Context: an optimization exercise on an open-source flow, tuned for small area, a short achievable clock period and few clock cycles. The choices shown serve that exercise and are no tape-out recipe.
Power figures rest on the tool's default switching activity, not on a simulated workload.

Setup of run A:
// alu_unit
module alu_unit (
	input  logic                           clk,
	input  logic                           rst,
	input  logic [alu_pkg::word_width-1:0] bus_in,
	input  logic                           y_load,
	input  alu_pkg::alu_op_t               op,
	input  logic                           op_valid,
	output logic [alu_pkg::word_width-1:0] z_hi,
	output logic [alu_pkg::word_width-1:0] z_lo,
	output logic                           done,
	output logic                           busy
);
clock: 6.0 ns
lec_check: 0
cap_margin: 20
core_margin: 2
core_utilization: 40
setup_slack_margin: 3.6
slew_margin: 20
tns_end_percent: 15
dont_use_cells: sky130_fd_sc_hd__fa_1 sky130_fd_sc_hd__fa_2 sky130_fd_sc_hd__fa_4 sky130_fd_sc_hd__ha_1 sky130_fd_sc_hd__ha_2 sky130_fd_sc_hd__ha_4
standard.sh (not shown) runs the stock make flow with config.mk's settings and CLKGATE_MAP_FILE= SYNTH_SCRIPT=/design/flow/synth_recipe.tcl, a recipe that flattens the netlist after the stock synthesis.
==> flow/flow/run.sh <==
#!/bin/bash
# The standard layout (the standard.sh: the same ORFS synthesis script,
# floorplan, placement, CTS and routing) with two changes:
#  - the full and half adder cells are put on the don't-use list (added to
#    config.mk, ahead of the platform's own list), so synthesis leaves adders
#    as plain gates for abc to map: a faster carry-save tree than the slow
#    fa/ha cells give, with the same registers;
#  - the port buffers that placement inserts are buf_1 cells instead of the
#    delay buffer the resizer picks by default.
# make's full output goes to flow_make.log; ORFS keeps each tool's log under
# orfs/logs/.
set -euo pipefail
printf '\nexport DONT_USE_CELLS = sky130_fd_sc_hd__fa_1 sky130_fd_sc_hd__fa_2 sky130_fd_sc_hd__fa_4 sky130_fd_sc_hd__ha_1 sky130_fd_sc_hd__ha_2 sky130_fd_sc_hd__ha_4\n' >> config.mk
export BUFFER_PORTS_ARGS="-buffer_cell sky130_fd_sc_hd__buf_1"
bash standard.sh > flow_make.log 2>&1
Run A: flow completed, timing, DRC and antenna clean
Modified inputs, run B compared to run A
# run A
export LEC_CHECK = 0
export CAP_MARGIN = 20
export CORE_MARGIN = 2
export CORE_UTILIZATION = 40
export SETUP_SLACK_MARGIN = 3.6
export SLEW_MARGIN = 20
export TNS_END_PERCENT = 15
export DONT_USE_CELLS = sky130_fd_sc_hd__fa_1 sky130_fd_sc_hd__fa_2 sky130_fd_sc_hd__fa_4 sky130_fd_sc_hd__ha_1 sky130_fd_sc_hd__ha_2 sky130_fd_sc_hd__ha_4
create_clock -name core_clock -period 6.0 [get_ports {clk}]
# run B
export LEC_CHECK = 0
export CAP_MARGIN = 20
export CORE_MARGIN = 2
export CORE_UTILIZATION = 40
export SETUP_SLACK_MARGIN = 3.9
export SLEW_MARGIN = 20
export TNS_END_PERCENT = 5
export DONT_USE_CELLS = sky130_fd_sc_hd__fa_1 sky130_fd_sc_hd__fa_2 sky130_fd_sc_hd__fa_4 sky130_fd_sc_hd__ha_1 sky130_fd_sc_hd__ha_2 sky130_fd_sc_hd__ha_4
create_clock -name core_clock -period 6.0 [get_ports {clk}]
==> comparison <==
- Register-to-register slack essentially unchanged between run B and run A.
- Per the comparison of run B with run A, growth of design area from synthesis to finish fell 4.6 points, total vias in the final route -698, count of fill cells added during filler insertion shows an increase of 78.
- Total power: run B below run A
Relative to run B, the following input files were edited for run C:
# run B
export LEC_CHECK = 0
export CAP_MARGIN = 20
export CORE_MARGIN = 2
export CORE_UTILIZATION = 40
export SETUP_SLACK_MARGIN = 3.9
export SLEW_MARGIN = 20
export TNS_END_PERCENT = 5
export DONT_USE_CELLS = sky130_fd_sc_hd__fa_1 sky130_fd_sc_hd__fa_2 sky130_fd_sc_hd__fa_4 sky130_fd_sc_hd__ha_1 sky130_fd_sc_hd__ha_2 sky130_fd_sc_hd__ha_4
create_clock -name core_clock -period 6.0 [get_ports {clk}]
# run C
export LEC_CHECK = 0
export CAP_MARGIN = 20
export CORE_MARGIN = 2
export CORE_UTILIZATION = 40
export SETUP_SLACK_MARGIN = 3.6
export SLEW_MARGIN = 20
export TNS_END_PERCENT = 5
export DONT_USE_CELLS = sky130_fd_sc_hd__fa_1 sky130_fd_sc_hd__fa_2 sky130_fd_sc_hd__fa_4 sky130_fd_sc_hd__ha_1 sky130_fd_sc_hd__ha_2 sky130_fd_sc_hd__ha_4
create_clock -name core_clock -period 6.0 [get_ports {clk}]
--- outcome ---
- Run B and run C ended up with nearly the same minimum clock period.
- Relative to run B, the count of buffers added by post-CTS timing repair for setup of run C is higher by 13.
- Run C ended with more proportion of total power due to net switching than run B.
## Diff of input files: run D against run C
# run C
export LEC_CHECK = 0
export CAP_MARGIN = 20
export CORE_MARGIN = 2
export CORE_UTILIZATION = 40
export SETUP_SLACK_MARGIN = 3.6
export SLEW_MARGIN = 20
export TNS_END_PERCENT = 5
export DONT_USE_CELLS = sky130_fd_sc_hd__fa_1 sky130_fd_sc_hd__fa_2 sky130_fd_sc_hd__fa_4 sky130_fd_sc_hd__ha_1 sky130_fd_sc_hd__ha_2 sky130_fd_sc_hd__ha_4
create_clock -name core_clock -period 6.0 [get_ports {clk}]
# run D
export LEC_CHECK = 0
export ABC_AREA = 1
export CAP_MARGIN = 20
export CORE_MARGIN = 2
export CORE_UTILIZATION = 40
export SETUP_SLACK_MARGIN = 3.6
export SLEW_MARGIN = 20
export TNS_END_PERCENT = 5
export DONT_USE_CELLS = sky130_fd_sc_hd__fa_1 sky130_fd_sc_hd__fa_2 sky130_fd_sc_hd__fa_4
create_clock -name core_clock -period 6.0 [get_ports {clk}]
==> flow/flow/run.sh <==
#!/bin/bash
# The standard layout (the standard.sh: the same ORFS synthesis script,
# floorplan, placement, CTS and routing) with two changes:
#  - the full adder cells are put on the don't-use list (added to
#    config.mk, ahead of the platform's own list), so synthesis leaves full adders
#    as plain gates for abc to map: a faster carry-save tree than the slow
#    fa cells give, with the same registers;
#  - the port buffers that placement inserts are buf_1 cells instead of the
#    delay buffer the resizer picks by default.
# make's full output goes to flow_make.log; ORFS keeps each tool's log under
# orfs/logs/.
set -euo pipefail
printf '\nexport DONT_USE_CELLS = sky130_fd_sc_hd__fa_1 sky130_fd_sc_hd__fa_2 sky130_fd_sc_hd__fa_4\n' >> config.mk
export BUFFER_PORTS_ARGS="-buffer_cell sky130_fd_sc_hd__buf_1"
bash standard.sh > flow_make.log 2>&1
## What came out
Run D was carried through to the last stage, and its layout satisfied the timing, design-rule and antenna checks. Run C closes out successfully: all stages finished, all timing, DRC and antenna checks passed. The depth of the critical timing path with buffers and inverters included of run D exceeds that of run C by 4. There was hardly any difference in flip-flop and latch count between run D and run C. Run C leaves less setup margin than run D. Multi-input logic cell count, run D vs run C: up by more than a quarter. First-pass GRT wire length, run D vs run C: up by more than a quarter. For leakage power figure, dividing the value from run D by the value from run C gives 1.6. Diff run C -> run D | total of clock buffers placed in the layout | increase of 3. Looking at clock network area share, run D sits 1.1 points lower than run C does. Run D has actual transition at the worst max-transition pin above what run C had. Row worst-case setup slack after placement: run D higher / run C lower.
Function was not checked in any run of this note: the RTL went through the layout flow alone.

## what the ideal ports hide
In the flow no input, the clock included, has a driving cell. The finished layouts below were timed again as built, in two steps. Step 1 (the two cells are an assumption about what drives the block):
set clk [get_ports {clk}]
set_driving_cell -lib_cell sky130_fd_sc_hd__clkbuf_16 $clk
set_driving_cell -lib_cell sky130_fd_sc_hd__buf_2 [delete_from_list [all_inputs] $clk]
Step 2 times the ports against the registers' clock, not the clock port: input delays grow and output delays shrink by t, the midpoint of the rising clock arrivals with the driver on. Slacks: ideal ports / drivers / drivers and shift; pairs: ideal ports / drivers.
run | shift t [ns] | setup WS [ns] | latest minus earliest clock arrival (ns) | slew at the worst register clock pin (ns) | worst data-port slew with drivers (ns)
run A | 0.667 | 3.069 / 3.069 / 2.916 | 0.044 / 0.045 | 0.07 / 0.07 | 0.06
run B | 0.637 | 3.078 / 3.078 / 2.534 | 0.021 / 0.021 | 0.07 / 0.07 | 0.05
run C | 0.663 | 3.079 / 3.079 / 2.950 | 0.047 / 0.047 | 0.07 / 0.07 | 0.05
run D | 0.675 | 3.261 / 3.261 / 2.889 | 0.023 / 0.022 | 0.07 / 0.07 | 0.04
After both steps setup and hold are still met in every run listed. For run B, which loses most, drivers alone change the setup slack by 0.000 ns; drivers and shift together by -0.544 ns.
